What follows belongs to an exercise in optimizing a design on an open flow for small area; a production flow would make more cautious choices. Only simulation tests tie the RTL to the original design; equivalence was not proved. Power is estimated from default activity; no workload was simulated.

===== flow/design.v =====
`default_nettype none
package rv32i_pkg;
    localparam int xlen = 32;
    typedef logic [xlen-1:0] rv32i_word;
    typedef logic [4:0]      rv32i_reg;
    localparam rv32i_word reset_pc  = 32'h0000_0000;
    localparam rv32i_word nop_instr = 32'h0000_0013;
    typedef enum logic [6:0] {
        op_lui   = 7'b0110111,
        op_auipc = 7'b0010111,
        op_jal   = 7'b1101111,
        op_jalr  = 7'b1100111,
        op_br    = 7'b1100011,
        op_imm   = 7'b0010011,
        op_reg   = 7'b0110011
    } rv32i_opcode_t;
    typedef enum logic [3:0] {
        alu_add,
        alu_sub,
        alu_sll,
        alu_slt,
        alu_sltu,
        alu_xor,
        alu_srl,
        alu_sra,
        alu_or,
        alu_and,
        alu_pass_b
    } alu_ops_t;
    typedef enum logic [2:0] {
        beq  = 3'b000,
        bne  = 3'b001,
        blt  = 3'b100,
        bge  = 3'b101,
        bltu = 3'b110,
        bgeu = 3'b111
    } cmp_ops_t;
    typedef enum logic {
        rs1_out = 1'b0,
        pc_out  = 1'b1
    } alumux1_sel_t;
    typedef enum logic [2:0] {
        i_imm   = 3'd0,
        u_imm   = 3'd1,
        b_imm   = 3'd2,
        j_imm   = 3'd3,
        rs2_out = 3'd4
    } alumux2_sel_t;
endpackage
`default_nettype wire
`timescale 1ns/1ps
`default_nettype none
module rv32i_core
(
    input  logic        clk,
    input  logic        rst,
    output logic [31:0] fetch_pc,
    input  logic [31:0] fetch_instr,
    output logic        retire_valid,
    output logic [31:0] retire_pc,
    output logic [4:0]  retire_rd,
    output logic [31:0] retire_value
);
    logic [3:0]  ph;
    logic        clr;
    logic [1:0]  st;
    logic [31:0] R;
    logic [31:0] N;
    logic        ca;
    logic        cb;
    logic        z;
    wire last  = (ph == 4'd15);
    wire first = (ph == 4'd0);
    wire [31:0] ins = fetch_instr;
    wire [6:0]  opc = ins[6:0];
    wire [2:0]  f3  = ins[14:12];
    wire [6:0]  f7  = ins[31:25];
    wire [4:0]  rd  = ins[11:7];
    wire [4:0]  rs1 = ins[19:15];
    wire [4:0]  rs2 = ins[24:20];
    wire is_lui   = (opc == 7'b0110111);
    wire is_auipc = (opc == 7'b0010111);
    wire is_jal   = (opc == 7'b1101111);
    wire is_jalr  = (opc == 7'b1100111) && (f3 == 3'b000);
    wire is_br    = (opc == 7'b1100011) && (f3[2:1] != 2'b01);
    wire is_imm   = (opc == 7'b0010011) &&
                    ((f3 == 3'b001) ? (f7 == 7'b0000000) :
                     (f3 == 3'b101) ? (f7 == 7'b0000000 || f7 == 7'b0100000) : 1'b1);
    wire is_reg   = (opc == 7'b0110011) &&
                    (f7 == 7'b0000000 || (f7 == 7'b0100000 && (f3 == 3'b000 || f3 == 3'b101)));
    wire is_alu   = is_imm || is_reg;
    wire is_shift = is_alu && (f3[1:0] == 2'b01);
    wire is_slt   = is_alu && (f3[2:1] == 2'b01);
    wire legal    = is_lui || is_auipc || is_jal || is_jalr || is_br || is_alu;
    wire is_sub   = is_reg && (f3 == 3'b000) && ins[30];
    wire is_sra   = ins[30];
    wire two_reg  = is_reg || is_br;
    logic [1:0] fin;
    always_comb
    begin
        if (is_shift)
            fin = 2'd3;
        else if (is_slt)
            fin = is_reg ? 2'd2 : 2'd1;
        else if (is_reg)
            fin = 2'd1;
        else
            fin = 2'd0;
    end
    wire at_fin = (st == fin);
    wire cmp_slt = is_slt && (st == fin - 2'd1);
    logic [31:0] imm;
    always_comb
    begin
        if (is_lui || is_auipc)
            imm = {ins[31:12], 12'd0};
        else if (is_jal)
            imm = {{12{ins[31]}}, ins[19:12], ins[20], ins[30:21], 1'b0};
        else if (opc[6:2] == 5'b11000)
            imm = {{20{ins[31]}}, ins[7], ins[30:25], ins[11:8], 1'b0};
        else
            imm = {{21{ins[31]}}, ins[30:20]};
    end
    wire [1:0] immp = imm[{ph, 1'b0} +: 2];
    wire [1:0] pcp  = fetch_pc[{ph, 1'b0} +: 2];
    logic [1:0] tap [0:31];
    logic [1:0] rin;
    logic       wq;
    logic       clq;
    logic [4:0] rdq;
    wire        wr = !clr && legal && !is_br && at_fin && (rd != 5'd0);
    assign tap[0] = 2'b00;
    genvar gr;
    generate
        for (gr = 1; gr < 32; gr++)
        begin : g_reg
            logic [31:0] ring;
            wire we = clq || (wq && rdq == 5'(gr));
            always_ff @(posedge clk)
                ring <= {ring[1:0], we ? R[31:30] : ring[31:30], ring[29:2]};
            assign tap[gr] = ring[1:0];
        end
    endgenerate
    wire [4:0] ridx = (st == 2'd0 && two_reg) ? rs2 : rs1;
    wire [1:0] a    = tap[ridx];
    wire tgt_rev = is_br && (st == 2'd2);    
    wire use_pc  = is_auipc || is_jal || tgt_rev;
    wire use_imm = !two_reg || tgt_rev;
    wire inv     = is_sub || is_slt || (is_br && !tgt_rev);
    wire [1:0] op1  = is_lui ? 2'b00 : (use_pc ? pcp : a);
    wire [1:0] op2r = use_imm ? immp : N[1:0];
    wire [1:0] op2  = inv ? ~op2r : op2r;
    wire       cin  = first ? inv : ca;
    wire       c1   = (op1[0] & op2[0]) | (op1[0] & cin) | (op2[0] & cin);
    wire       cout = (op1[1] & op2[1]) | (op1[1] & c1) | (op2[1] & c1);
    wire [1:0] sum  = {op1[1] ^ op2[1] ^ c1, op1[0] ^ op2[0] ^ cin};
    wire zero  = (sum == 2'b00) && (first || z);
    wire lt    = (op1[1] ^ op2r[1]) ? op1[1] : sum[1];
    wire ltu   = !cout;
    wire taken = f3[0] ^ (f3[2] ? (f3[1] ? ltu : lt) : zero);
    logic [1:0] alu;
    always_comb
    begin
        case (f3)
            3'b100:  alu = op1 ^ op2r;
            3'b110:  alu = op1 | op2r;
            3'b111:  alu = op1 & op2r;
            default: alu = sum;
        endcase
        if (!is_alu)
            alu = sum;
    end
    wire       bcin  = (ph == 4'd1) ? 1'b1 : (first ? 1'b0 : cb);
    wire       bc1   = pcp[0] & bcin;
    wire [1:0] pc4   = {pcp[1] ^ bc1, pcp[0] ^ bcin};
    wire       bcout = pcp[1] & bc1;
    wire [4:0] sh    = rdq;
    wire       d     = cb;
    wire       fl    = z;
    wire       right = f3[2];
    wire [4:0] t     = right ? sh : (5'd0 - sh);
    wire [3:0] m     = t[4:1] + {3'd0, t[0]};
    wire [1:0] P     = N[{m, 1'b0} +: 2];
    wire [5:0] plo   = {1'b0, ph, 1'b0} + {1'b0, sh};
    wire [5:0] phi   = {1'b0, ph, 1'b1} + {1'b0, sh};
    wire       vlo   = right ? !plo[5] : ({ph, 1'b0} >= sh);
    wire       vhi   = right ? !phi[5] : ({ph, 1'b1} >= sh);
    wire       fill  = right && is_sra && fl;
    wire [1:0] shr   = t[0] ? {P[0], d} : P;
    wire [1:0] shx   = {vhi ? shr[1] : fill, vlo ? shr[0] : fill};
    logic [1:0] nin;
    always_comb
    begin
        rin = alu;
        nin = pc4;
        if (is_shift)
        begin
            case (st)
                2'd0:    rin = is_reg ? a : immp;
                2'd1:    nin = a;
                2'd2:
                begin
                    rin = shx;
                    nin = N[1:0];
                end
                default: rin = R[1:0];
            endcase
        end
        else
        begin
            if (two_reg && st == 2'd0)
                nin = a;
            if (is_br)
                rin = 2'b00;
            if (tgt_rev)
                nin = sum;
            if (is_slt)
                rin = {1'b0, first && fl};
            if (is_jal || is_jalr)
                rin = pc4;
            if (is_jal)
                nin = sum;
            else if (is_jalr)
                nin = {sum[1], sum[0] && !first};
        end
        if (clr)
        begin
            nin = 2'b00;
            rin = 2'b00;
        end
    end
    wire [31:0] R_d = {rin, R[31:2]};
    wire [31:0] N_d = {nin, N[31:2]};
    wire retire = !clr && legal && (is_br ? (st == 2'd2 || (st == 2'd1 && !taken)) : at_fin);
    wire load   = clr || !legal || retire;
    assign retire_valid = last && retire;
    assign retire_pc    = fetch_pc;
    assign retire_rd    = is_br ? 5'd0 : rd;
    assign retire_value = R_d;
    always_ff @(posedge clk)
    begin
        R  <= R_d;
        N  <= N_d;
        ca <= cout;
        wq  <= wr;
        clq <= clr;
        if (is_shift && (st == 2'd1 || st == 2'd2))
            cb <= (st == 2'd1 && m == 4'd0) ? a[1] : P[1];
        else
            cb <= bcout;
        if (is_shift && (st == 2'd1 || st == 2'd2))
            rdq <= rdq;
        else if (is_shift && st == 2'd0 && last)
            rdq <= R_d[4:0];
        else
            rdq <= rd;
        if (is_shift && st == 2'd2)
            z <= z;
        else if (last && is_shift && st == 2'd1)
            z <= a[1];
        else if (last && cmp_slt)
            z <= f3[0] ? ltu : lt;
        else
            z <= zero;
        if (rst)
        begin
            ph  <= 4'd0;
            clr <= 1'b1;
            st  <= 2'd0;
        end
        else
        begin
            ph <= ph + 4'd1;
            if (last)
            begin
                clr <= 1'b0;
                if (load)
                    fetch_pc <= N_d;
                if (load)
                    st <= 2'd0;
                else
                    st <= st + 2'd1;
            end
        end
    end
endmodule
`default_nettype wire

===== flow/flow/run.sh =====
#!/bin/bash
set -euo pipefail
rm -rf scripts_abc
cp -r "$FLOW_HOME/scripts" scripts_abc
cp flow/abc_area.script scripts_abc/abc_area.script
export SCRIPTS_DIR="$PWD/scripts_abc"
export CTS_ARGS="-sink_clustering_enable -repair_clock_nets -sink_clustering_size 18 -sink_clustering_max_diameter 90 -buf_list sky130_fd_sc_hd__clkbuf_8 -dont_use_dummy_load"
export BUFFER_PORTS_ARGS="-buffer_cell sky130_fd_sc_hd__buf_1"
bash standard.sh > standard_flow.log 2>&1

===== flow/flow/abc_area.script =====
strash
&get -n
&dch -f
&nf -R 1000
&put
strash
dch
map -a
strash
dch
map -a
topo

===== flow/standard.sh =====
#!/bin/bash
# synth_recipe.tcl (not shown) runs the flow's synth.tcl, then flattens the netlist and writes it again
# the make line also repeats each setting of config.mk as NAME=value (left out here)
make -C /OpenROAD-flow-scripts/flow DESIGN_CONFIG=/design/flow/config.mk WORK_HOME=/design/flow/orfs CLKGATE_MAP_FILE= SYNTH_SCRIPT=/design/flow/synth_recipe.tcl "${@:-finish}"

===== flow/config.mk =====
export PLATFORM = sky130hd
export DESIGN_NAME = rv32i_core
export DESIGN_NICKNAME = rv32i_core
export VERILOG_FILES = /design/flow/design.v
export SDC_FILE = /design/flow/constraint.sdc
export NUM_CORES = 4
export LEC_CHECK = 0
export ABC_AREA = 1
export CAP_MARGIN = 20
export CORE_MARGIN = 2
export CORE_UTILIZATION = 50
export CTS_CLUSTER_DIAMETER = 100
export CTS_CLUSTER_SIZE = 30
export SLEW_MARGIN = 20

===== flow/constraint.sdc =====
create_clock -name core_clock -period 10.0 [get_ports {clk}]
set_input_delay 2.0000 -clock core_clock [delete_from_list [all_inputs] [get_ports {clk}]]
set_output_delay 2.0000 -clock core_clock [all_outputs]
set_load 0.01 [all_outputs]

==> results of run 1 <==
==> routing by layer <==
layer	share of wire	up-vias	wire length, um
li1	-	6521	-
met1	0.49	6243	24600
met5	0	-	0
met2	0.44	310	22100
met3	0.046	94	2330
met4	0.033	0	1660
==> repair_timing <==
item | in CTS | in global routing
resized for setup | 1 | 13
hold buffers | 0 | 0
buffers inserted | 0 | 0
setup endpoints to repair | 1 | 2
==> stage by stage <==
stage / area [um2] / total power (uW) / setup WS (ns) / std cells / setup TNS (ns)
after detailed placement: 27900 / 4700 / -0.00931 / 2704 / -0.00931
after global placement: 27900 / 4700 / 0.123 / 2704 / 0
after global routing: 28900 / 6700 / 0.00207 / 2775 / 0
after CTS: 28900 / 6520 / 0.107 / 2775 / 0
final: 29000 / 6440 / 0.520 / 2777 / 0
after floorplan: 26900 / 4630 / 0.126 / 1922 / 0
==> report_power, final <==
group	leakage (uW)	switching (uW)	internal, uW
registers	0.00895	5.37	4420
logic	0.00167	119	53.3
clock network	0.000510	1200	642
total	0.0111	1320	5120
==> kinds of logic (layout without fill, tap and decap cells) <==
group / after synthesis / in the layout / synth area share
buf+inv: 162 / 327 / 0.0313
other cells: 0 / 2 / 0
compound gates: 318 / 318 / 0.0696
fa+ha+maj: 30 / 30 / 0.0143
simple gates: 301 / 301 / 0.0454
flops: 1105 / 1105 / 0.838
xor+xnor: 6 / 6 / 0.00196
==> critical path, delay by kind of cell <==
family	cells	cell delay (ns)
AOI/OAI and AO/OA	11	2.43
and+or+nand+nor	10	1.21
buffers and inverters	6	1.04
adders and majority gates	2	0.77
==> final cells by class <==
| cell class | count | share of cell area |
|---|---|---|
| Inverter | 100 | 0.0130 |
| Tap cell | 688 | 0.0297 |
| Multi-Input combinational cell | 655 | 0.123 |
| Clock buffer | 71 | 0.0337 |
| Antenna cell | 2 | 0.000173 |
| Timing Repair Buffer | 156 | 0.0229 |
| Sequential cell | 1105 | 0.777 |
==> cells in the final DEF, fill, tap and decap left out, types with 2 or more instances in the layout <==
cell,instances
o21a_1,5
nor3_1,15
diode_2,2
a41oi_1,3
nand4_1,3
buf_1,135
ha_1,29
nor4_1,2
nand3_1,22
a21oi_1,82
o21ai_0,125
nor2_1,120
nand2_1,121
a31oi_1,15
clkinv_1,100
buf_4,21
a211oi_1,4
or2_2,5
o2111ai_1,2
o31ai_1,3
o22ai_1,10
o211ai_1,10
a221oi_1,4
xor2_1,5
a22oi_1,35
nor2_2,7
edfxtp_1,38
o21ai_1,2
dfxtp_1,1067
clkbuf_8,71
a22o_2,4
==> worst max path at each step <==
stage                          startpoint                    end  slack (ns)  cells past startpoint
after detailed placement  fetch_instr[12]           retire_valid      -0.009                     29
final                     fetch_instr[12]       retire_value[31]        0.52                     29
after CTS                 fetch_instr[12]           retire_valid        0.11                     29
after floorplan            fetch_instr[3]  fetch_pc[0]$_DFFE_PP_        0.13                     26
after global routing      fetch_instr[31]           retire_valid       0.002                     33
after global placement    fetch_instr[25]           retire_valid        0.12                     30
==> state kept, by name, indices dropped and copies added, names as in the netlist, 2 cells and up <==
name      cells
g.ring      992
st            2
ph            4
R            32
N            32
fetch_pc     32
rdq           5
==> results.json, run 1 <==
{
  "clk_pin_slew_worst_paths_ns": 0.10,
  "power_density_nw_per_um2": 222,
  "grt_first_pass_wirelength_mm": 76.1,
  "final_max_slew_viol_count": 0,
  "final.period_utilization": 0.948,
  "crit_type": "input pin to output port",
  "grt_max_degree": 33,
  "drc": 0,
  "drive_gt1_frac": 0.0556,
  "placementRows": 84,
  "cpMostUsedCell": "nand2_1",
  "cts_tree": "yes",
  "synth_common_cells": "dfxtp_1 (1067), o21ai_0 (128), nor2_1 (127), nand2_1 (121), clkinv_1 (100)",
  "rr_worst_depth": 28,
  "timing.rr.end": "fetch_pc[13]$_DFFE_PP_",
  "synth-edff-count": 38,
  "worst-slew-pin-transition_ns": 1.16,
  "root_buffer": "clkbuf_8",
  "synth_area_um2": 26900,
  "met2_usage": 0.280,
  "io_pins": 136,
  "syn_inst": 1922,
  "clock_skew_ns": 0.0430,
  "grt_setup_unrepaired": "no",
  "reg2reg_slack_ns": 3.90,
  "hold_violations": 0,
  "synth_largest_area_cell": "dfxtp_1",
  "fmax_mhz": 105,
  "hp-class": "register to register",
  "worstPathArrival_ns": 7.48,
  "clock-sinks": 1105,
  "use_met1": 0.259,
  "fp.dieW_um": 236,
  "dpl.hpwl_mm": 35.9,
  "start_util": 0.508,
  "r2r-start": "st[0]$_SDFFE_PP0N_",
  "num_vias": 13200,
  "die-area_um2": 55600,
  "hold_ws_ns": 0.307,
  "min-delay-start": "g_reg[28].ring[15]$_DFF_P_",
  "drt-pass1-iter-count": 4,
  "gp_congestion": 0.882,
  "finalSetupViolCount": 0,
  "async_reset_ff_frac": 0,
  "track_usage": 0.184,
  "fill_cells": 4427,
  "dieHeight_um": 236,
  "postRouteAntennaNets": 0,
  "multiInputGateArea_um2": 3570,
  "grt_util_met3": 0.0363,
  "numCtsBuffers": 71,
  "ys.flop_type": "dfxtp_1",
  "synthToLayoutAreaGrowth_pct": 7.77,
  "relSlewSlack": 0.219,
  "vias_per_cell": 4.74,
  "portBuffers": 135,
  "start_kind": "input pin",
  "drt_iter0_markers": 747,
  "whs_path_depth": 0,
  "status": "no timing/DRC/antenna violations",
  "yosysTopAreaCellShare": 0.795,
  "gr-total-overflow": 0,
  "grt_busiest_layer": "met2",
  "ir_worst_vdd_uv": 225,
  "synth_area_per_cell_um2": 14.0,
  "regArea_um2": 22500,
  "cts_buffer_depth": 3,
  "avgRoutedWirePerCell_um": 18.2,
  "synthTopCellsByArea": "dfxtp_1 (80%), edfxtp_1 (4.2%), o21ai_0 (2.4%)",
  "final_nets": 2153,
  "synth-seq-cells": 1105,
  "whs_endpoint": "g_reg[28].ring[13]$_DFF_P_",
  "fin_util": 0.548,
  "synth.most_common_cell": "dfxtp_1",
  "grt_pass1_vias": 12800,
  "end_kind": "output port",
  "path_max_fanout": 11,
  "period_minus_slack_ns": 9.48,
  "cp.required_ns": 8.00,
  "cp_slowest_cell": "fa_1",
  "power_leakage_uw": 0.0111,
  "antenna_found_initial": 9,
  "cts_max_level": 3,
  "routed_wl_mm": 50.7,
  "clk_latency_ns": 0.68,
  "synth_nets": 1986,
  "ys_seq_area_frac": 0.838,
  "core_area_um2": 52900,
  "drv_cap": 0,
  "cpPeakStageDelay_ns": 0.58,
  "ys_warn_count": 2,
  "yosysUniqueCellTypes": 44
}
==> run 2: changes to the inputs <==
==> flow/flow/run.sh (replaced) <==
#!/bin/bash
set -euo pipefail
rm -rf scripts_abc
cp -r "$FLOW_HOME/scripts" scripts_abc
cp flow/abc_area.script scripts_abc/abc_area.script
export SCRIPTS_DIR="$PWD/scripts_abc"
export CTS_ARGS="-sink_clustering_enable -repair_clock_nets -sink_clustering_size 19 -sink_clustering_max_diameter 70 -buf_list sky130_fd_sc_hd__clkbuf_8 -dont_use_dummy_load"
export BUFFER_PORTS_ARGS="-buffer_cell sky130_fd_sc_hd__buf_1"
bash standard.sh > standard_flow.log 2>&1
==> run 2 against run 1 <==
Effect of this change: still clean; worst hold slack worse by 0.027 ns; first-iteration DRC count is 8.2% lower; synthesized area stayed put; final cell count hardly changed; global-route usage is 0.066 points lower; clock skew is 0.037 ns higher; die area stayed put; via count hardly changed; utilization hardly changed; clock power hardly changed; sequential share of layout area is 0.054 points higher; largest cell class unchanged; largest power group unchanged; highest routed layer unchanged.
==> results.json, run 2 <==
{
  "status": "no timing/DRC/antenna violations",
  "synth_compound_area_frac": 0.0696,
  "synth-simple-area-share": 0.0454,
  "yosysTopAreaCellShare": 0.795,
  "power_leakage_uw": 0.0111,
  "final_nets": 2151,
  "clk_pin_slew_worst_paths_ns": 0.11,
  "cts_buffer_depth": 3,
  "clk_latency_ns": 0.71,
  "track_usage": 0.183,
  "ys_warn_count": 2,
  "cp_slowest_cell": "fa_1",
  "mostFrequentLayoutCells": "dfxtp_1 (1067), buf_1 (135), o21ai_0 (125)",
  "postCtsHoldBufs": 0,
  "cts_max_level": 3,
  "fmax_mhz": 106,
  "power_density_nw_per_um2": 222,
  "dpl.hpwl_mm": 35.9,
  "start_util": 0.508,
  "muxShareOfSynthArea": 0,
  "drt_iter0_markers": 686,
  "drt-pass1-iter-count": 5,
  "period_minus_slack_ns": 9.40,
  "clock-sinks": 1105,
  "ir_worst_vdd_uv": 177,
  "seqPwrFrac": 0.690,
  "syn_inst": 1922,
  "synth_nets": 1986,
  "end_kind": "output port",
  "placementRows": 84,
  "final.period_utilization": 0.940,
  "postRouteAntennaNets": 0,
  "synth_area_per_cell_um2": 14.0,
  "core_area_um2": 52900,
  "critPathTopFamily": "compound AO/OA/AOI/OAI gates",
  "synth_area_um2": 26900,
  "placed_area_um2": 27900,
  "synth-seq-cells": 1105,
  "synth_xor_area_frac": 0.00196,
  "fill_cells": 4428,
  "cpPeakStageDelay_ns": 0.58,
  "fp.dieW_um": 236,
  "antenna_found_initial": 10,
  "path_max_fanout": 11,
  "largest_reg_flops": 992,
  "grt_pass1_vias": 12700,
  "synth_common_cells": "dfxtp_1 (1067), o21ai_0 (128), nor2_1 (127), nand2_1 (121), clkinv_1 (100)",
  "num_vias": 13200,
  "reg2reg_slack_ns": 3.94,
  "worstPathArrival_ns": 7.40,
  "start_kind": "input pin",
  "cts_setup_buffers": 0,
  "grt_setup_unrepaired": "no",
  "clock_skew_ns": 0.0797,
  "synth-edff-count": 38,
  "grt_first_pass_wirelength_mm": 75.8,
  "design_area_um2": 28900,
  "final_max_slew_viol_count": 0,
  "cp.required_ns": 8.00,
  "dieHeight_um": 236,
  "hp-class": "register to register",
  "synthToLayoutAreaGrowth_pct": 7.69,
  "hold_violations": 0,
  "relSlewSlack": 0.209,
  "path_buf_inv": 6,
  "portBuffers": 135,
  "grt_max_degree": 33,
  "numCtsBuffers": 69,
  "power_switching_uw": 1310,
  "synth_top_family_by_area": "compound AO/OA/AOI/OAI gates",
  "routed_wl_mm": 50.5,
  "netSwitchingFraction": 0.205,
  "drc": 0,
  "synth_largest_area_cell": "dfxtp_1",
  "combPwrFrac": 0.027,
  "largest-register": "g.ring",
  "vias_per_cell": 4.74,
  "finalSetupViolCount": 0,
  "drv_cap": 0,
  "ys_seq_area_frac": 0.838,
  "synthTopCellsByArea": "dfxtp_1 (80%), edfxtp_1 (4.2%), o21ai_0 (2.4%)",
  "drive_gt1_frac": 0.0547,
  "worst-slew-pin-transition_ns": 1.18,
  "avgRoutedWirePerCell_um": 18.2,
  "yosysUniqueCellTypes": 44,
  "root_buffer": "clkbuf_8",
  "crit_type": "input pin to output port",
  "synth.most_common_cell": "dfxtp_1",
  "power.share.clock": 0.283,
  "cts_tree": "yes",
  "synth_fa_ha_area_frac": 0.0143,
  "async_reset_ff_frac": 0,
  "cpMostUsedCell": "nand2_1",
  "final_common_cell": "dfxtp_1",
  "io_pins": 136,
  "ys.flop_type": "dfxtp_1",
  "die-area_um2": 55600,
  "gp_congestion": 0.882,
  "gr-total-overflow": 0,
  "p_int_uw": 5100,
  "fin_setup_tns_ns": 0
}
==> run 2: stage by stage <==
stage / std cells / util / setup WS (ns) / hold WS, ns / total power [uW]
floorplan: 1922 / - / 0.126 / 0.310 / 4630
global placement: 2704 / 0.528 / 0.123 / 0.310 / 4700
detailed placement: 2704 / 0.528 / -0.00931 / 0.312 / 4700
CTS: 2773 / 0.546 / 0.107 / 0.290 / 6500
global route: 2773 / 0.547 / 0.00208 / 0.293 / 6670
finish: 2778 / 0.547 / 0.601 / 0.280 / 6410
==> run 2: power groups by stage <==
stage               logic (uW)  clock network, uW  registers (uW)
floorplan                  101                  0            4530
global placement           171                  0            4530
detailed placement         171                  0            4530
CTS                        172               1900            4430
global route               191               2050            4430
finish                     173               1810            4430
==> run 2: final timing paths <==
kind | from | to | cells past startpoint
setup / recovery | fetch_instr[12] | retire_value[31] | 29
hold / removal | g_reg[23].ring[29]$_DFF_P_ | g_reg[23].ring[27]$_DFF_P_ | 0
hold reg to reg | g_reg[23].ring[29]$_DFF_P_ | g_reg[23].ring[27]$_DFF_P_ | 0
setup reg to reg | st[0]$_SDFFE_PP0N_ | fetch_pc[4]$_DFFE_PP_ | 28
==> run 2: cells by family (layout without fill, tap and decap cells) <==
logic type | after synthesis | count (layout)
buffers and inverters | 162 | 325
flip-flops | 1105 | 1105
AO/OA/AOI/OAI | 318 | 318
adder cells (fa/ha/maj) | 30 | 30
XOR/XNOR | 6 | 6
other | 0 | 5
AND/OR/NAND/NOR | 301 | 301
==> run 2: area by class of cell <==
cell class                 count  area (um2)  area share
sequential                  1105       22500       0.778
multi-input combinational    655        3570       0.123
clock buffer                  69         950      0.0328
tap                          688         861      0.0298
timing repair buffer         156         664      0.0230
inverter                     100         375      0.0130
antenna                        5        12.5    0.000432
==> run 2: timing repair <==
item	in CTS	in global routing
resized for setup	1	13
endpoints found under the hold margin	0	0
pin swaps	0	0
endpoints found under the setup margin	1	2
==> run 2: layer usage <==
metal | up-vias | track usage | wire length, um
li1 | 6516 | - | -
met1 | 6230 | 0.260 | 24500
met2 | 315 | 0.276 | 21800
met3 | 112 | 0.0332 | 2350
met4 | 0 | 0.0786 | 1940
met5 | - | 0 | 0
==> run 3: changes to the inputs <==
==> flow/flow/run.sh (replaced) <==
#!/bin/bash
set -euo pipefail
rm -rf scripts_abc
cp -r "$FLOW_HOME/scripts" scripts_abc
cp flow/abc_area.script scripts_abc/abc_area.script
export SCRIPTS_DIR="$PWD/scripts_abc"
export CTS_ARGS="-sink_clustering_enable -repair_clock_nets -sink_clustering_size 22 -sink_clustering_max_diameter 60 -buf_list sky130_fd_sc_hd__clkbuf_8 -dont_use_dummy_load"
export BUFFER_PORTS_ARGS="-buffer_cell sky130_fd_sc_hd__buf_1"
bash standard.sh > standard_flow.log 2>&1
==> run 3 against run 2 <==
Effect of this change: maximum frequency hardly changed; largest cell class unchanged; critical endpoint is now retire_valid; clock skew rose by 0.019 ns; sequential share of layout area rose by 0.39 points; first-iteration DRC count rose by 3.1%.
==> results.json, run 3 <==
{
  "start_kind": "input pin",
  "cts_tree": "yes",
  "postRouteAntennaNets": 0,
  "syn_inst": 1922,
  "track_usage": 0.180,
  "design_area_um2": 28800,
  "relSlewSlack": 0.190,
  "die-area_um2": 55600,
  "yosysUniqueCellTypes": 44,
  "clk_latency_ns": 0.71,
  "synth_largest_area_cell": "dfxtp_1",
  "whs_endpoint": "g_reg[12].ring[0]$_DFF_P_",
  "final_common_cell": "dfxtp_1",
  "dpl.hpwl_mm": 35.9,
  "yosysTopAreaCellShare": 0.795,
  "portBuffers": 135,
  "power_density_nw_per_um2": 218,
  "grt_first_pass_wirelength_mm": 75.0,
  "timing.rr.end": "fetch_pc[2]$_DFFE_PP_",
  "largest_reg_flops": 992,
  "gr-total-overflow": 0,
  "routed_wl_mm": 50.1,
  "synth_area_um2": 26900,
  "period_minus_slack_ns": 9.40,
  "critPathTopFamily": "simple AND/OR/NAND/NOR gates",
  "placementRows": 84,
  "mostFrequentLayoutCells": "dfxtp_1 (1067), buf_1 (135), o21ai_0 (125)",
  "synth_common_cells": "dfxtp_1 (1067), o21ai_0 (128), nor2_1 (127), nand2_1 (121), clkinv_1 (100)",
  "synthTopCellsByArea": "dfxtp_1 (80%), edfxtp_1 (4.2%), o21ai_0 (2.4%)",
  "dieHeight_um": 236,
  "path_max_fanout": 8,
  "cts_buffer_depth": 3,
  "path_buf_inv": 7,
  "clock_skew_ns": 0.0986,
  "vias_per_cell": 4.73,
  "num_vias": 13100,
  "fill_cells": 4459,
  "fin_ws_ns": 0.599,
  "clk_pin_slew_worst_paths_ns": 0.13,
  "power_leakage_uw": 0.0110,
  "drt_iter0_markers": 707,
  "crit_type": "input pin to output port",
  "root_buffer": "clkbuf_8",
  "synth_nets": 1986,
  "dpl_worst_slack_ns": -0.00931,
  "cp.required_ns": 8.00,
  "fp.dieW_um": 236,
  "ys.flop_type": "dfxtp_1",
  "whs_path_depth": 0,
  "largest-register": "g.ring",
  "grt_max_degree": 33,
  "final.period_utilization": 0.940,
  "async_reset_ff_frac": 0,
  "cp_slowest_cell": "nor2_1",
  "rr_worst_depth": 28,
  "drive_gt1_frac": 0.0501,
  "drt-pass1-iter-count": 5,
  "cts_max_level": 2,
  "power.total_uw": 6290,
  "hold_violations": 0,
  "hold_ws_ns": 0.246,
  "io_pins": 136,
  "grt_pass1_vias": 12700,
  "cpPeakStageDelay_ns": 0.53,
  "end_kind": "output port",
  "core_area_um2": 52900,
  "clock-sinks": 1105,
  "final_max_slew_viol_count": 0,
  "gp_congestion": 0.882,
  "cpMostUsedCell": "nor2_1",
  "drc": 0,
  "fmax_mhz": 106,
  "r2r-start": "st[0]$_SDFFE_PP0N_",
  "hp-class": "register to register",
  "reg2reg_slack_ns": 3.95,
  "synth-seq-cells": 1105,
  "synth_area_per_cell_um2": 14.0,
  "worst-slew-pin-transition_ns": 1.21,
  "ir_worst_vdd_uv": 178,
  "antenna_found_initial": 9,
  "ys_warn_count": 2,
  "synthToLayoutAreaGrowth_pct": 7.16,
  "start_util": 0.508,
  "avgRoutedWirePerCell_um": 18.1,
  "ys_seq_area_frac": 0.838,
  "placed_area_um2": 27900,
  "synth-edff-count": 38,
  "finalSetupViolCount": 0,
  "status": "no timing/DRC/antenna violations",
  "numCtsBuffers": 59,
  "drv_cap": 0,
  "min-delay-start": "g_reg[12].ring[2]$_DFF_P_",
  "synth.most_common_cell": "dfxtp_1",
  "final_nets": 2141,
  "worstPathArrival_ns": 7.40
}
run 3: changes by cell type in the layout (fill, tap and decap cells not counted):
cell      delta
clkbuf_8    -10
diode_2      -2
run 3: cell type report:
cell class	count	area [um2]	share of cell area
repair buffers	156	664	0.0231
clock buffers	59	812	0.0282
diodes	3	7.51	0.000261
flip-flops and latches	1105	22500	0.782
multi-input cells	655	3570	0.124
inverters	100	375	0.0130
well taps	688	861	0.0299
run 3: cell families (layout without fill, tap and decap cells):
family | Yosys count | after routing | share of synthesized area
other | 0 | 3 | 0
and+or+nand+nor | 301 | 301 | 0.0454
DFF | 1105 | 1105 | 0.838
adders and majority gates | 30 | 30 | 0.0143
AOI/OAI and AO/OA | 318 | 318 | 0.0696
buffers and inverters | 162 | 315 | 0.0313
xor gates and xnor gates | 6 | 6 | 0.00196
run 3: worst register-to-register path: cells and delay by family (launching register included):
kind,cells,cell delay (ns)
compound gates,10,2.07
fa+ha+maj,3,1.02
buf+inv,5,0.97
flops,1,0.44
simple gates,10,1.20
run 3: what timing repair did:
action | in CTS | in global routing
hold buffers | 0 | 0
endpoints found under the setup margin | 1 | 2
setup buffers | 0 | 0
resized for setup | 1 | 13
run 3: worst max path at each step:
stage               startpoint               endpoint  slack [ns]  cells past startpoint
2_1_floorplan   fetch_instr[3]  fetch_pc[0]$_DFFE_PP_        0.13                     26
3_3_place_gp   fetch_instr[25]           retire_valid        0.12                     30
3_5_place_dp   fetch_instr[12]           retire_valid      -0.009                     29
4_1_cts        fetch_instr[12]           retire_valid        0.11                     29
5_1_grt        fetch_instr[31]           retire_valid     -0.0006                     33
6_report       fetch_instr[12]           retire_valid        0.60                     31
run 3: through the flow:
step	utilization	TNS, ns	std cells
finish	0.545	0	2766
global route	0.544	-0.000556	2763
CTS	0.544	0	2763
detailed placement	0.528	-0.00931	2704
global placement	0.528	0	2704
floorplan	-	0	1922
run 3: where the power goes:
part | switching (uW) | internal, uW
clock | 1160 | 532
sequential | 5.38 | 4420
combinational | 119 | 53.2
total | 1280 | 5010
run 3: layer usage:
| layer | vias up | GRT usage | routed length (um) |
|---|---|---|---|
| met4 | 0 | 0.0654 | 1530 |
| met5 | - | 0 | 0 |
| met3 | 91 | 0.0279 | 2070 |
| met2 | 278 | 0.277 | 21700 |
| li1 | 6500 | - | - |
| met1 | 6216 | 0.258 | 24900 |
==> run 4: changes to the inputs <==
==> flow/flow/run.sh (replaced) <==
#!/bin/bash
set -euo pipefail
rm -rf scripts_abc
cp -r "$FLOW_HOME/scripts" scripts_abc
cp flow/abc_area.script scripts_abc/abc_area.script
export SCRIPTS_DIR="$PWD/scripts_abc"
export BUFFER_PORTS_ARGS="-buffer_cell sky130_fd_sc_hd__buf_1"
bash standard.sh > standard_flow.log 2>&1
==> run 4 against run 3 <==
Effect of this change: die area unchanged; non-clock buffer count unchanged; global-route usage increased by 0.090 points; synthesized area unchanged; worst hold slack improved by 0.063 ns; clock skew decreased by 0.064 ns; combinational power about the same; maximum frequency decreased by 0.23%; power increased by 5.5%; sequential cell count unchanged; wire length increased by 0.46%.
==> results.json, run 4 <==
{
  "status": "no timing/DRC/antenna violations",
  "avgRoutedWirePerCell_um": 18.3,
  "path_max_fanout": 11,
  "end_kind": "output port",
  "power_leakage_uw": 0.0112,
  "num_vias": 13000,
  "crit_type": "input pin to output port",
  "r2r-start": "st[0]$_SDFFE_PP0N_",
  "power_switching_uw": 1350,
  "hold_ws_ns": 0.309,
  "rr_worst_depth": 28,
  "largest-register": "g.ring",
  "synth_area_per_cell_um2": 14.0,
  "whs_path_depth": 0,
  "grt_pass1_vias": 12600,
  "grt_first_pass_wirelength_mm": 75.3,
  "start_kind": "input pin",
  "worstPathArrival_ns": 7.42,
  "async_reset_ff_frac": 0,
  "drc": 0,
  "fp.dieW_um": 236,
  "gr-total-overflow": 0,
  "clk_latency_ns": 0.62,
  "relSlewSlack": 0.173,
  "timing.rr.end": "fetch_pc[12]$_DFFE_PP_",
  "gp_congestion": 0.882,
  "final_max_slew_viol_count": 0,
  "drt-pass1-iter-count": 5,
  "cts_max_level": 2,
  "seqPwrFrac": 0.668,
  "postRouteAntennaNets": 0,
  "vias_per_cell": 4.72,
  "portBuffers": 135,
  "ir_worst_vdd_uv": 154,
  "final.period_utilization": 0.942,
  "fin_util": 0.552,
  "track_usage": 0.180,
  "syn_inst": 1922,
  "cts_setup_buffers": 0,
  "numCtsBuffers": 43,
  "dieHeight_um": 236,
  "synth_nets": 1986,
  "final_nets": 2125,
  "worst-slew-pin-transition_ns": 1.23,
  "clk_pin_slew_worst_paths_ns": 0.10,
  "yosysTopAreaCellShare": 0.795,
  "cpPeakStageDelay_ns": 0.58,
  "finalSetupViolCount": 0,
  "p_int_uw": 5280,
  "power_density_nw_per_um2": 227,
  "start_util": 0.508,
  "cts_tree": "yes",
  "clock_skew_ns": 0.0351,
  "ys_warn_count": 2,
  "ys.flop_type": "dfxtp_1",
  "synth-edff-count": 38,
  "antenna_found_initial": 8,
  "netSwitchingFraction": 0.204,
  "cpMostUsedCell": "nand2_1",
  "fill_cells": 4425,
  "hp-class": "register to register",
  "routed_wl_mm": 50.4,
  "power.share.clock": 0.307,
  "min-delay-start": "g_reg[7].ring[10]$_DFF_P_",
  "synth_area_um2": 26900,
  "dpl_worst_slack_ns": -0.00931,
  "grt_setup_unrepaired": "no",
  "synth-seq-cells": 1105,
  "synth.most_common_cell": "dfxtp_1",
  "cp.required_ns": 8.00,
  "cts_buffer_depth": 3,
  "core_area_um2": 52900,
  "final_common_cell": "dfxtp_1",
  "mostFrequentLayoutCells": "dfxtp_1 (1067), buf_1 (135), o21ai_0 (125)",
  "grt_max_degree": 33,
  "combPwrFrac": 0.026,
  "hold_violations": 0,
  "drv_cap": 0,
  "design_area_um2": 29200,
  "synth_largest_area_cell": "dfxtp_1",
  "period_minus_slack_ns": 9.42,
  "placed_area_um2": 27900,
  "die-area_um2": 55600,
  "yosysUniqueCellTypes": 44,
  "synthToLayoutAreaGrowth_pct": 8.56,
  "reg2reg_slack_ns": 3.92,
  "dpl.hpwl_mm": 35.9,
  "clock-sinks": 1105,
  "ys_seq_area_frac": 0.838,
  "synth_common_cells": "dfxtp_1 (1067), o21ai_0 (128), nor2_1 (127), nand2_1 (121), clkinv_1 (100)",
  "largest_reg_flops": 992,
  "whs_endpoint": "g_reg[7].ring[8]$_DFF_P_",
  "fin_ws_ns": 0.578,
  "drt_iter0_markers": 684,
  "root_buffer": "clkbuf_16",
  "fmax_mhz": 106,
  "io_pins": 136,
  "synthTopCellsByArea": "dfxtp_1 (80%), edfxtp_1 (4.2%), o21ai_0 (2.4%)",
  "cp_slowest_cell": "fa_1",
  "placementRows": 84,
  "drive_gt1_frac": 0.0450,
  "postCtsHoldBufs": 0
}
run 4: cell families after synthesis:
kind of cell             share of synthesized area
adder cells (fa/ha/maj)                     0.0143
XOR/XNOR                                   0.00196
AO/OA/AOI/OAI                               0.0696
flip-flops                                   0.838
AND/OR/NAND/NOR                             0.0454
buffers and inverters                       0.0313
run 4: power groups by stage:
stage	combinational (uW)	clock [uW]	sequential (uW)
after global routing	191	2260	4430
final	172	2030	4430
after CTS	171	2100	4430
after floorplan	101	0	4530
after detailed placement	171	0	4530
after global placement	171	0	4530
run 4: how the worst max path moves through the flow:
stage	start	depth (start not counted)	to	slack (ns)
after global placement	fetch_instr[25]	30	retire_valid	0.12
after CTS	fetch_instr[12]	29	retire_valid	0.11
after global routing	fetch_instr[31]	33	retire_valid	0.002
after detailed placement	fetch_instr[12]	29	retire_valid	-0.009
final	fetch_instr[12]	29	retire_value[31]	0.58
after floorplan	fetch_instr[3]	26	fetch_pc[0]$_DFFE_PP_	0.13
run 4: critical path, delay by kind of cell:
kind / cells / cell delay (ns)
adder cells (fa/ha/maj): 2 / 0.77
AO/OA/AOI/OAI: 11 / 2.38
AND/OR/NAND/NOR: 10 / 1.19
buffers and inverters: 6 / 1.04
run 4: final cells by class:
class	count	area (um2)	area share
flip-flops and latches	1105	22500	0.771
multi-input cells	655	3570	0.122
clock buffers	47	1090	0.0374
well taps	688	861	0.0295
repair buffers	156	664	0.0228
inverters	100	375	0.0129
clock inverters	5	101	0.00347
diodes	1	2.50	0.0000858
run 4: routing by layer:
layer	vias to the layer above	GRT usage	part of all wire
met3	82	0.0273	0.042
li1	6475	-	-
met1	6165	0.259	0.49
met2	279	0.281	0.44
met4	0	0.0602	0.029
met5	-	0	0
run 4: what timing repair did:
item	in CTS	in global routing
resized for setup	1	13
pin swaps	0	0
setup endpoints to repair	1	2
run 4: per-stage QoR:
step / TNS (ns) / power [uW] / cells
6_report: 0 / 6630 / 2757
5_1_grt: 0 / 6880 / 2756
4_1_cts: 0 / 6700 / 2756
3_5_place_dp: -0.00931 / 4700 / 2704
3_3_place_gp: 0 / 4700 / 2704
2_1_floorplan: 0 / 4630 / 1922
==> run 5: changes to the inputs <==
==> flow/flow/run.sh (replaced) <==
#!/bin/bash
set -euo pipefail
rm -rf scripts_abc
cp -r "$FLOW_HOME/scripts" scripts_abc
cp flow/abc_area.script scripts_abc/abc_area.script
export SCRIPTS_DIR="$PWD/scripts_abc"
export CTS_ARGS="-sink_clustering_enable -repair_clock_nets -sink_clustering_size 20 -sink_clustering_max_diameter 60 -buf_list sky130_fd_sc_hd__clkbuf_8 -dont_use_dummy_load"
export BUFFER_PORTS_ARGS="-buffer_cell sky130_fd_sc_hd__buf_1"
bash standard.sh > standard_flow.log 2>&1
==> run 5 against run 4 <==
Effect of this change: non-clock buffer count unchanged; critical path type unchanged; largest power group unchanged; maximum frequency about the same; final cell count rose by 0.65%.
==> results.json, run 5 <==
{
  "cts_buffer_depth": 3,
  "num_vias": 13100,
  "cts_tree": "yes",
  "track_usage": 0.182,
  "power.share.clock": 0.282,
  "power_switching_uw": 1310,
  "synth_common_cells": "dfxtp_1 (1067), o21ai_0 (128), nor2_1 (127), nand2_1 (121), clkinv_1 (100)",
  "final_max_slew_viol_count": 0,
  "cts_setup_buffers": 0,
  "hold_violations": 0,
  "status": "no timing/DRC/antenna violations",
  "ir_worst_vdd_uv": 176,
  "whs_path_depth": 0,
  "rr_worst_depth": 28,
  "cts_max_level": 3,
  "routed_wl_mm": 50.5,
  "yosysUniqueCellTypes": 44,
  "antenna_found_initial": 9,
  "fp.dieW_um": 236,
  "combPwrFrac": 0.027,
  "synth_area_per_cell_um2": 14.0,
  "gp_congestion": 0.882,
  "drt_iter0_markers": 667,
  "cpPeakStageDelay_ns": 0.52,
  "synthToLayoutAreaGrowth_pct": 7.67,
  "async_reset_ff_frac": 0,
  "ys_seq_area_frac": 0.838,
  "multiInputGateArea_um2": 3570,
  "root_buffer": "clkbuf_8",
  "synth_largest_area_cell": "dfxtp_1",
  "largest-register": "g.ring",
  "drc": 0,
  "design_area_um2": 28900,
  "wl_met1_mm": 24.6,
  "fill_cells": 4450,
  "postRouteAntennaNets": 0,
  "syn_inst": 1922,
  "power_leakage_uw": 0.0111,
  "end_kind": "output port",
  "clk_latency_ns": 0.69,
  "clock-sinks": 1105,
  "finalSetupViolCount": 0,
  "topRoutingLayerUsed": "met4",
  "hp-class": "register to register",
  "dpl_worst_slack_ns": -0.00931,
  "portBuffers": 135,
  "power.total_uw": 6410,
  "core_area_um2": 52900,
  "grt_max_degree": 33,
  "ys.flop_type": "dfxtp_1",
  "start_util": 0.508,
  "crit_type": "input pin to output port",
  "regArea_um2": 22500,
  "numCtsBuffers": 69,
  "largest_reg_flops": 992,
  "path_max_fanout": 11,
  "io_pins": 136,
  "worst-slew-pin-transition_ns": 1.23,
  "final_common_cell": "dfxtp_1",
  "ys_warn_count": 2,
  "final.period_utilization": 0.942,
  "synth-edff-count": 38,
  "min-delay-start": "g_reg[12].ring[29]$_DFF_P_",
  "synth_area_um2": 26900,
  "mostFrequentLayoutCells": "dfxtp_1 (1067), buf_1 (135), o21ai_0 (125)",
  "worstPathArrival_ns": 7.42,
  "period_minus_slack_ns": 9.42,
  "synth.most_common_cell": "dfxtp_1",
  "synth_nets": 1986,
  "final_nets": 2151,
  "grt_pass1_vias": 12700,
  "seqPwrFrac": 0.691,
  "dpl.hpwl_mm": 35.9,
  "grt_first_pass_wirelength_mm": 75.7,
  "fmax_mhz": 106,
  "placed_area_um2": 27900,
  "relSlewSlack": 0.177,
  "avgRoutedWirePerCell_um": 18.2,
  "drive_gt1_frac": 0.0547,
  "gr-total-overflow": 0,
  "cp_slowest_cell": "fa_1",
  "reg2reg_slack_ns": 3.90,
  "dieHeight_um": 236,
  "die-area_um2": 55600,
  "synthTopCellsByArea": "dfxtp_1 (80%), edfxtp_1 (4.2%), o21ai_0 (2.4%)",
  "r2r-start": "st[0]$_SDFFE_PP0N_",
  "power_density_nw_per_um2": 222,
  "placementRows": 84,
  "start_kind": "input pin",
  "fin_util": 0.547,
  "clk_pin_slew_worst_paths_ns": 0.11,
  "cp.required_ns": 8.00,
  "wl_met2_mm": 21.7,
  "clock_skew_ns": 0.0786,
  "fin_ws_ns": 0.578,
  "synth-seq-cells": 1105,
  "yosysTopAreaCellShare": 0.795,
  "postCtsHoldBufs": 0,
  "met3WireLength_mm": 2.33,
  "whs_endpoint": "g_reg[12].ring[27]$_DFF_P_",
  "p_int_uw": 5100,
  "timing.rr.end": "fetch_pc[2]$_DFFE_PP_",
  "vias_per_cell": 4.74,
  "fin_setup_tns_ns": 0,
  "drt-pass1-iter-count": 5,
  "netSwitchingFraction": 0.204,
  "drv_cap": 0
}
==> run 5: power groups by stage <==
stage	clock network (uW)	registers [uW]	logic, uW
2_1_floorplan	0	4530	101
3_3_place_gp	0	4530	171
3_5_place_dp	0	4530	171
4_1_cts	1890	4430	171
5_1_grt	2040	4430	191
6_report	1810	4430	173
==> run 5: metal layers <==
layer	vias up	GRT usage
li1	6508	-
met1	6214	0.258
met2	318	0.279
met3	108	0.0356
met4	0	0.0699
met5	-	0
==> run 5: how the worst max path moves through the flow <==
| stage | startpoint | end | slack [ns] | cells past startpoint |
|---|---|---|---|---|
| 6_report | fetch_instr[12] | retire_valid | 0.58 | 32 |
| 5_1_grt | fetch_instr[31] | retire_valid | -0.0006 | 33 |
| 4_1_cts | fetch_instr[12] | retire_valid | 0.11 | 29 |
| 3_3_place_gp | fetch_instr[25] | retire_valid | 0.12 | 30 |
| 2_1_floorplan | fetch_instr[3] | fetch_pc[0]$_DFFE_PP_ | 0.13 | 26 |
| 3_5_place_dp | fetch_instr[12] | retire_valid | -0.009 | 29 |
==> run 5: worst max-delay path, delay by kind of cell <==
kind / cells / cell delay [ns]
AND/OR/NAND/NOR: 13 / 1.55
buffers and inverters: 6 / 1.03
AO/OA/AOI/OAI: 11 / 2.11
adder cells (fa/ha/maj): 2 / 0.71
==> run 5: cell families after synthesis <==
| group | after synthesis | synth area share |
|---|---|---|
| buffers and inverters | 162 | 0.0313 |
| AND/OR/NAND/NOR | 301 | 0.0454 |
| AO/OA/AOI/OAI | 318 | 0.0696 |
| adder cells (fa/ha/maj) | 30 | 0.0143 |
| flip-flops | 1105 | 0.838 |
| XOR/XNOR | 6 | 0.00196 |
==> run 5: cell type report <==
cell class | instances | share of cell area
Tap cell | 688 | 0.0298
Multi-Input combinational cell | 655 | 0.123
Antenna cell | 2 | 0.000173
Sequential cell | 1105 | 0.778
Clock buffer | 69 | 0.0328
Inverter | 100 | 0.0130
Timing Repair Buffer | 156 | 0.0230
==> run 5: what timing repair did <==
| action | in CTS | in global routing |
|---|---|---|
| gates resized for setup | 1 | 13 |
| setup endpoints to repair | 1 | 2 |
| gates cloned | 0 | 0 |
| pin swaps | 0 | 0 |
==> run 5: per-stage QoR <==
stage | cells | hold slack, ns
2_1_floorplan | 1922 | 0.310
3_3_place_gp | 2704 | 0.310
3_5_place_dp | 2704 | 0.312
4_1_cts | 2773 | 0.235
5_1_grt | 2773 | 0.232
6_report | 2775 | 0.246
==> run 6: changes to the inputs <==
==> flow/flow/run.sh (replaced) <==
#!/bin/bash
set -euo pipefail
rm -rf scripts_abc
cp -r "$FLOW_HOME/scripts" scripts_abc
cp flow/abc_area.script scripts_abc/abc_area.script
export SCRIPTS_DIR="$PWD/scripts_abc"
export CTS_ARGS="-sink_clustering_enable -repair_clock_nets -sink_clustering_size 22 -sink_clustering_max_diameter 50 -buf_list sky130_fd_sc_hd__clkbuf_8 -dont_use_dummy_load"
export BUFFER_PORTS_ARGS="-buffer_cell sky130_fd_sc_hd__buf_1"
bash standard.sh > standard_flow.log 2>&1
==> run 6 against run 5 <==
Effect of this change: synthesized area unchanged; still clean on timing, DRC and antenna; worst hold slack got worse by 0.010 ns; critical path type unchanged; clock skew is 0.011 ns higher; maximum frequency up 0.21%; count of clock-buffer cells in the layout up 4; via count shrank 0.24%.
==> results.json, run 6 <==
{
  "fin_setup_tns_ns": 0,
  "largest_reg_flops": 992,
  "final_common_cell": "dfxtp_1",
  "drc": 0,
  "fill_cells": 4438,
  "track_usage": 0.182,
  "synth_common_cells": "dfxtp_1 (1067), o21ai_0 (128), nor2_1 (127), nand2_1 (121), clkinv_1 (100)",
  "period_minus_slack_ns": 9.40,
  "io_pins": 136,
  "grt_first_pass_wirelength_mm": 75.6,
  "num_vias": 13100,
  "fin_ws_ns": 0.598,
  "gr-total-overflow": 0,
  "clock_skew_ns": 0.0893,
  "grt_max_degree": 33,
  "yosysUniqueCellTypes": 44,
  "cts_tree": "yes",
  "status": "no timing/DRC/antenna violations",
  "clk_pin_slew_worst_paths_ns": 0.11,
  "grt_pass1_vias": 12700,
  "worstPathArrival_ns": 7.40,
  "synthTopCellsByArea": "dfxtp_1 (80%), edfxtp_1 (4.2%), o21ai_0 (2.4%)",
  "cp_slowest_cell": "fa_1",
  "start_kind": "input pin",
  "start_util": 0.508,
  "vias_per_cell": 4.72,
  "synth.most_common_cell": "dfxtp_1",
  "ys.flop_type": "dfxtp_1",
  "async_reset_ff_frac": 0,
  "synth-seq-cells": 1105,
  "finalSetupViolCount": 0,
  "postRouteAntennaNets": 0,
  "synth-edff-count": 38,
  "ys_seq_area_frac": 0.838,
  "multiInputGateArea_um2": 3570,
  "core_area_um2": 52900,
  "drv_cap": 0,
  "mostFrequentLayoutCells": "dfxtp_1 (1067), buf_1 (135), o21ai_0 (125)",
  "dpl_worst_slack_ns": -0.00931,
  "clock-sinks": 1105,
  "drt-pass1-iter-count": 5,
  "worst-slew-pin-transition_ns": 1.23,
  "ys_warn_count": 2,
  "cp.required_ns": 8.00,
  "final_nets": 2155,
  "dieHeight_um": 236,
  "hold_violations": 0,
  "fp.dieW_um": 236,
  "regArea_um2": 22500,
  "cpPeakStageDelay_ns": 0.58,
  "largest-register": "g.ring",
  "synth_nets": 1986,
  "drt_iter0_markers": 684,
  "grt_setup_unrepaired": "no",
  "cts_buffer_depth": 3,
  "final.period_utilization": 0.940,
  "gp_congestion": 0.882,
  "path_max_fanout": 11,
  "relSlewSlack": 0.177,
  "syn_inst": 1922,
  "cts_setup_buffers": 0,
  "antenna_found_initial": 9,
  "final_max_slew_viol_count": 0,
  "power_density_nw_per_um2": 223,
  "synth_area_per_cell_um2": 14.0,
  "synth_area_um2": 26900,
  "synthToLayoutAreaGrowth_pct": 7.88,
  "placed_area_um2": 27900,
  "ir_worst_vdd_uv": 176,
  "power_leakage_uw": 0.0111,
  "fmax_mhz": 106,
  "place_inst": 2704,
  "fin_cells": 2780,
  "die-area_um2": 55600,
  "cts_max_level": 3,
  "clk_latency_ns": 0.67,
  "numCtsBuffers": 73,
  "cpMostUsedCell": "nand2_1",
  "hp-class": "register to register",
  "design_area_um2": 29000,
  "synth_largest_area_cell": "dfxtp_1",
  "portBuffers": 135,
  "routed_wl_mm": 50.5,
  "drive_gt1_frac": 0.0565,
  "root_buffer": "clkbuf_8",
  "end_kind": "output port",
  "crit_type": "input pin to output port",
  "placementRows": 84,
  "avgRoutedWirePerCell_um": 18.2,
  "yosysTopAreaCellShare": 0.795,
  "dpl.hpwl_mm": 35.9
}
==> run 6: cell counts after synthesis <==
Identical to the previous run, type by type.
==> run 6: final timing paths <==
| path | startpoint | slack, ns | depth (start not counted) | end |
|---|---|---|---|---|
| max reg2reg | st[0]$_SDFFE_PP0N_ | 3.91 | 28 | fetch_pc[2]$_DFFE_PP_ |
| min | g_reg[27].ring[29]$_DFF_P_ | 0.24 | 0 | g_reg[27].ring[27]$_DFF_P_ |
| min reg2reg | g_reg[27].ring[29]$_DFF_P_ | 0.24 | 0 | g_reg[27].ring[27]$_DFF_P_ |
| max | fetch_instr[12] | 0.60 | 29 | retire_value[31] |
==> run 6: what timing repair did <==
action                                  in CTS  in global routing
endpoints found under the setup margin       1                  2
hold buffers                                 0                  0
hold endpoints to repair                     0                  0
gates resized for setup                      1                 13
==> run 6: layout make-up <==
type	instances	share of cell area
flip-flops and latches	1105	0.776
inverters	100	0.0130
repair buffers	156	0.0229
well taps	688	0.0297
diodes	3	0.000259
multi-input cells	655	0.123
clock buffers	73	0.0347
==> run 6: stage by stage <==
step | hold slack (ns) | utilization | total power (uW)
after floorplan | 0.310 | - | 4630
after global placement | 0.310 | 0.528 | 4700
after detailed placement | 0.312 | 0.528 | 4700
after CTS | 0.230 | 0.547 | 6530
after global routing | 0.218 | 0.548 | 6710
final | 0.236 | 0.548 | 6450
==> run 6: metal layers <==
layer	share of wire	vias up	track usage	wire [um]
met3	0.046	96	0.0363	2330
met2	0.43	316	0.278	21800
met4	0.031	0	0.0662	1590
met5	0	-	0	0
li1	-	6525	-	-
met1	0.49	6179	0.259	24700
==> run 6: power by group <==
| group | switching [uW] | internal [uW] | total [uW] | leakage (uW) |
|---|---|---|---|---|
| Clock | 1190 | 659 | 1850 | 0.000525 |
| Combinational | 119 | 53.2 | 172 | 0.00167 |
| Sequential | 5.32 | 4420 | 4430 | 0.00895 |
==> run 6: critical path: cells and delay by family <==
family                   cells  cell delay (ns)
AO/OA/AOI/OAI               11             2.33
AND/OR/NAND/NOR             10             1.23
buffers and inverters        6             1.04
adder cells (fa/ha/maj)      2             0.77
==> run 6: kinds of logic after synthesis <==
kind of cell | count (synthesis) | share of synthesized area
AO/OA/AOI/OAI | 318 | 0.0696
buffers and inverters | 162 | 0.0313
XOR/XNOR | 6 | 0.00196
flip-flops | 1105 | 0.838
AND/OR/NAND/NOR | 301 | 0.0454
adder cells (fa/ha/maj) | 30 | 0.0143
==> run 7: changes to the inputs <==
==> flow/flow/run.sh (replaced) <==
#!/bin/bash
set -euo pipefail
rm -rf scripts_abc
cp -r "$FLOW_HOME/scripts" scripts_abc
cp flow/abc_area.script scripts_abc/abc_area.script
export SCRIPTS_DIR="$PWD/scripts_abc"
export CTS_ARGS="-sink_clustering_enable -repair_clock_nets -sink_clustering_size 21 -sink_clustering_max_diameter 55 -buf_list \"sky130_fd_sc_hd__clkbuf_4 sky130_fd_sc_hd__clkbuf_8 sky130_fd_sc_hd__clkbuf_16\" -dont_use_dummy_load"
export BUFFER_PORTS_ARGS="-buffer_cell sky130_fd_sc_hd__buf_1"
bash standard.sh > standard_flow.log 2>&1
==> run 7 against run 6 <==
Effect of this change: still clean on timing, DRC and antenna; register-to-register slack improved by 0.03 ns; clock power is 32% higher; via count is essentially flat; sequential share of layout area is 1.8 points lower; cell area increased by 2.3%; wire length rose by 0.20%; critical path type unchanged; largest power group unchanged.
==> results.json, run 7 <==
{
  "status": "no timing/DRC/antenna violations",
  "fin_cells": 2774,
  "crit_type": "input pin to output port",
  "core_area_um2": 52900,
  "ir_worst_vdd_uv": 166,
  "grt_max_degree": 33,
  "path_max_fanout": 11,
  "cp_slowest_cell": "fa_1",
  "clk_latency_ns": 0.62,
  "period_minus_slack_ns": 9.42,
  "grt_first_pass_wirelength_mm": 75.9,
  "p_int_uw": 5660,
  "grt_pass1_vias": 12800,
  "postCtsHoldBufs": 0,
  "worst-slew-pin-transition_ns": 1.18,
  "cpPeakStageDelay_ns": 0.58,
  "drv_cap": 0,
  "num_vias": 13100,
  "hold_violations": 0,
  "yosysTopAreaCellShare": 0.795,
  "fp.dieW_um": 236,
  "synth_largest_area_cell": "dfxtp_1",
  "vias_per_cell": 4.72,
  "start_kind": "input pin",
  "drt-pass1-iter-count": 5,
  "postRouteAntennaNets": 0,
  "topRoutingLayerUsed": "met4",
  "final.period_utilization": 0.942,
  "synth_area_per_cell_um2": 14.0,
  "cts_tree": "yes",
  "antenna_found_initial": 9,
  "combPwrFrac": 0.024,
  "fill_cells": 4353,
  "drt_iter0_markers": 725,
  "final_nets": 2149,
  "root_buffer": "clkbuf_16",
  "relSlewSlack": 0.204,
  "io_pins": 136,
  "routed_wl_mm": 50.6,
  "cpMostUsedCell": "nand2_1",
  "hp-class": "register to register",
  "gr-total-overflow": 0,
  "ys_seq_area_frac": 0.838,
  "end_kind": "output port",
  "placementRows": 84,
  "drive_gt1_frac": 0.0538,
  "synth-edff-count": 38,
  "power_leakage_uw": 0.0114,
  "synthTopCellsByArea": "dfxtp_1 (80%), edfxtp_1 (4.2%), o21ai_0 (2.4%)",
  "numCtsBuffers": 67,
  "wl_met2_mm": 22.1,
  "async_reset_ff_frac": 0,
  "die-area_um2": 55600,
  "gp_congestion": 0.882,
  "cts_max_level": 3,
  "clock-sinks": 1105,
  "drc": 0,
  "seqPwrFrac": 0.628,
  "finalSetupViolCount": 0,
  "place_inst": 2704,
  "dieHeight_um": 236,
  "synthToLayoutAreaGrowth_pct": 10.4,
  "power_switching_uw": 1390,
  "ys_warn_count": 2,
  "yosysUniqueCellTypes": 44,
  "netSwitchingFraction": 0.197,
  "fin_util": 0.561,
  "final_common_cell": "dfxtp_1",
  "ys.flop_type": "dfxtp_1",
  "synth.most_common_cell": "dfxtp_1",
  "wl_met1_mm": 24.7,
  "clk_pin_slew_worst_paths_ns": 0.08,
  "final_max_slew_viol_count": 0,
  "clock_skew_ns": 0.0869,
  "power.share.clock": 0.348,
  "mostFrequentLayoutCells": "dfxtp_1 (1067), buf_1 (135), o21ai_0 (125)",
  "track_usage": 0.183,
  "synth_nets": 1986,
  "synth-seq-cells": 1105,
  "syn_inst": 1922,
  "largest_reg_flops": 992,
  "synth_area_um2": 26900,
  "fmax_mhz": 106,
  "cts_buffer_depth": 3,
  "portBuffers": 135,
  "start_util": 0.508,
  "grt_setup_unrepaired": "no",
  "met3WireLength_mm": 2.20,
  "synth_common_cells": "dfxtp_1 (1067), o21ai_0 (128), nor2_1 (127), nand2_1 (121), clkinv_1 (100)",
  "largest-register": "g.ring",
  "avgRoutedWirePerCell_um": 18.2,
  "worstPathArrival_ns": 7.42,
  "cp.required_ns": 8.00,
  "power_density_nw_per_um2": 238,
  "dpl.hpwl_mm": 35.9
}
==> run 7: changes by cell type in the layout (fill, tap and decap cells not counted), sizes merged <==
cell    delta
clkbuf     -6
==> run 7: layer usage <==
| layer | GRT usage | up-vias |
|---|---|---|
| met5 | 0 | - |
| met4 | 0.0668 | 0 |
| met3 | 0.0346 | 91 |
| met2 | 0.281 | 281 |
| met1 | 0.259 | 6205 |
| li1 | - | 6530 |
==> run 7: critical path: cells and delay by family <==
kind            cells  cell delay, ns
buf+inv             6            1.06
compound gates     11            2.36
simple gates       10            1.20
fa+ha+maj           2            0.77
==> run 7: kinds of logic (layout without fill, tap and decap cells) <==
logic type               count (synthesis)  after routing  synth area share
XOR/XNOR                                 6              6           0.00196
adder cells (fa/ha/maj)                 30             30            0.0143
AND/OR/NAND/NOR                        301            301            0.0454
other                                    0              3                 0
buffers and inverters                  162            323            0.0313
flip-flops                            1105           1105             0.838
AO/OA/AOI/OAI                          318            318            0.0696
==> run 7: cell type report <==
type / instances / area, um2 / area share
diodes: 3 / 7.51 / 0.000253
repair buffers: 156 / 664 / 0.0224
well taps: 688 / 861 / 0.0290
inverters: 100 / 375 / 0.0127
multi-input cells: 655 / 3570 / 0.120
flip-flops and latches: 1105 / 22500 / 0.759
clock buffers: 67 / 1680 / 0.0565
==> run 7: path summary, 6_finish.rpt <==
| path | startpoint | to | slack, ns | cells past startpoint |
|---|---|---|---|---|
| worst max register to register | st[0]$_SDFFE_PP0N_ | fetch_pc[0]$_DFFE_PP_ | 3.94 | 28 |
| worst max-delay path | fetch_instr[12] | retire_value[31] | 0.58 | 29 |
| worst min register to register | g_reg[27].ring[26]$_DFF_P_ | g_reg[27].ring[24]$_DFF_P_ | 0.27 | 0 |
| worst min-delay path | g_reg[27].ring[26]$_DFF_P_ | g_reg[27].ring[24]$_DFF_P_ | 0.27 | 0 |
==> run 7: what timing repair did <==
item / 4_1_cts / 5_1_grt
pin swaps: 0 / 0
gates resized for setup: 1 / 13
endpoints found under the setup margin: 1 / 2
hold endpoints to repair: 0 / 0
setup buffers: 0 / 0
==> run 7: power groups by stage <==
stage | clock network (uW) | registers (uW) | logic (uW)
after floorplan | 0 | 4530 | 101
after global placement | 0 | 4530 | 171
after detailed placement | 0 | 4530 | 171
after CTS | 2530 | 4430 | 171
after global routing | 2690 | 4430 | 191
final | 2450 | 4430 | 172
==> run 7: metrics by stage <==
stage                     hold slack, ns  instance area [um2]   TNS, ns  setup WS (ns)  power [uW]
after floorplan                    0.310                26900         0          0.126        4630
after global placement             0.310                27900         0          0.123        4700
after detailed placement           0.312                27900  -0.00931       -0.00931        4700
after CTS                          0.265                29600         0          0.107        7130
after global routing               0.267                29600         0        0.00208        7310
final                              0.269                29700         0          0.578        7050
==> run 8: changes to the inputs <==
==> flow/flow/run.sh (replaced) <==
#!/bin/bash
set -euo pipefail
rm -rf scripts_abc
cp -r "$FLOW_HOME/scripts" scripts_abc
cp flow/abc_area.script scripts_abc/abc_area.script
export SCRIPTS_DIR="$PWD/scripts_abc"
export CTS_ARGS="-sink_clustering_enable -repair_clock_nets -sink_clustering_size 21 -sink_clustering_max_diameter 55 -buf_list sky130_fd_sc_hd__clkbuf_8 -dont_use_dummy_load"
export BUFFER_PORTS_ARGS="-buffer_cell sky130_fd_sc_hd__buf_1"
bash standard.sh > standard_flow.log 2>&1
--- a/flow/config.mk
+++ b/flow/config.mk
@@ -8,7 +8,5 @@
 export ABC_AREA = 1
 export CAP_MARGIN = 20
 export CORE_MARGIN = 2
-export CORE_UTILIZATION = 50
-export CTS_CLUSTER_DIAMETER = 100
-export CTS_CLUSTER_SIZE = 30
+export CORE_UTILIZATION = 60
 export SLEW_MARGIN = 20
==> run 8 against run 7 <==
Effect of this change: still clean; worst hold slack got worse by 0.0065 ns; combinational power up 3%; sequential share of layout area is 2.3 points higher; largest power group unchanged; highest routed layer unchanged.
==> results.json, run 8 <==
{
  "reg2reg_slack_ns": 3.97,
  "critPathTopFamily": "compound AO/OA/AOI/OAI gates",
  "track_usage": 0.219,
  "async_reset_ff_frac": 0,
  "fin_setup_tns_ns": 0,
  "cts_setup_buffers": 0,
  "worstPathArrival_ns": 7.40,
  "fin_util": 0.651,
  "ys.flop_type": "dfxtp_1",
  "muxShareOfSynthArea": 0,
  "status": "no timing/DRC/antenna violations",
  "grt_setup_unrepaired": "no",
  "die-area_um2": 46500,
  "cts_tree": "yes",
  "fill_cells": 3130,
  "largest_reg_flops": 992,
  "syn_inst": 1922,
  "end_kind": "output port",
  "p_int_uw": 5090,
  "hold_violations": 0,
  "root_buffer": "clkbuf_8",
  "path_max_fanout": 11,
  "synth_area_per_cell_um2": 14.0,
  "r2r-start": "st[0]$_SDFFE_PP0N_",
  "power_leakage_uw": 0.0111,
  "cts_resized": 0,
  "mostFrequentLayoutCells": "dfxtp_1 (1067), buf_1 (135), o21ai_0 (125)",
  "synth_largest_area_cell": "dfxtp_1",
  "startpoint": "fetch_instr[31]",
  "postCtsHoldBufs": 0,
  "core_area_um2": 44200,
  "cp_slowest_cell": "fa_1",
  "synth-seq-cells": 1105,
  "antenna_found_initial": 6,
  "routed_wl_mm": 50.5,
  "synth_fa_ha_area_frac": 0.0143,
  "grt_first_pass_wirelength_mm": 75.6,
  "drv_cap": 0,
  "vias_per_cell": 4.93,
  "cpMostUsedCell": "nand2_1",
  "ys_warn_count": 2,
  "start_util": 0.608,
  "synth_xor_area_frac": 0.00196,
  "drt-pass1-iter-count": 5,
  "power_switching_uw": 1310,
  "cpPeakStageDelay_ns": 0.60,
  "cts_buffer_depth": 3,
  "fp.dieW_um": 216,
  "crit_type": "input pin to output port"
}
run 8: cell counts after synthesis:
Identical to the previous run, type by type.
run 8: cell type report:
class | instances | area, um2 | area share
Multi-Input combinational cell | 655 | 3580 | 0.125
Inverter | 100 | 375 | 0.0130
Timing Repair Buffer | 154 | 649 | 0.0226
Clock buffer | 67 | 922 | 0.0320
Sequential cell | 1105 | 22500 | 0.782
Tap cell | 592 | 741 | 0.0257
Antenna cell | 1 | 2.50 | 0.0000870
run 8: worst register-to-register path: stages, from the launching register on:
cell and delay, ns:
dfxtp_1 0.44, clkinv_1 0.16, ha_1 0.29, clkinv_1 0.12, a21oi_2 0.06, buf_4 0.17, o21ai_0 0.47, nor2_4 0.17
a22o_2 0.27, nand2_1 0.05, o2111ai_1 0.15, a2111o_1 0.37, nor4_4 0.20, nand2_1 0.08, nand2_1 0.11, clkinv_1 0.09
ha_1 0.19, o21bai_1 0.17, fa_1 0.54, nor3_1 0.35, o211ai_1 0.16, nand2_1 0.08, a21oi_1 0.06, a21oi_1 0.20
nor2_1 0.14, nor3_2 0.16, buf_4 0.41
run 8: power groups by stage:
stage | clock, uW | combinational [uW] | sequential, uW
2_1_floorplan | 0 | 101 | 4530
4_1_cts | 1840 | 174 | 4430
6_report | 1790 | 178 | 4430
5_1_grt | 1990 | 195 | 4430
3_5_place_dp | 0 | 173 | 4530
3_3_place_gp | 0 | 176 | 4530
run 8: metal layers:
metal	part of all wire	wire length, um	GRT usage	vias to the layer above
met5	0	0	0	-
met4	0.033	1660	0.0818	0
met3	0.053	2690	0.0464	101
met2	0.45	22700	0.343	338
met1	0.46	23500	0.301	6228
li1	-	-	-	6529
run 8: cells by family after synthesis:
kind of cell	Yosys count
buffers and inverters	162
adders and majority gates	30
AOI/OAI and AO/OA	318
xor gates and xnor gates	6
DFF	1105
and+or+nand+nor	301
run 8: through the flow:
step | area (um2) | hold slack, ns | std cells | power [uW]
CTS | 28700 | 0.248 | 2673 | 6450
finish | 28800 | 0.262 | 2674 | 6400
floorplan | 26900 | 0.310 | 1922 | 4630
global placement | 27800 | 0.310 | 2606 | 4710
detailed placement | 27800 | 0.312 | 2606 | 4700
global route | 28800 | 0.257 | 2673 | 6620
run 8: worst paths after layout:
check	endpoint	depth (start not counted)
min reg2reg	g_reg[21].ring[24]$_DFF_P_	0
min	g_reg[21].ring[24]$_DFF_P_	0
max	retire_value[31]	30
max reg2reg	fetch_pc[9]$_DFFE_PP_	26

Setup slack of run 8, layout unchanged: 0.598 ns with ideal ports, 0.579 ns with driving cells assumed (clock clkbuf_16, inputs buf_2), 0.579 ns with port delays also shifted by the 0.701 ns mid clock arrival.
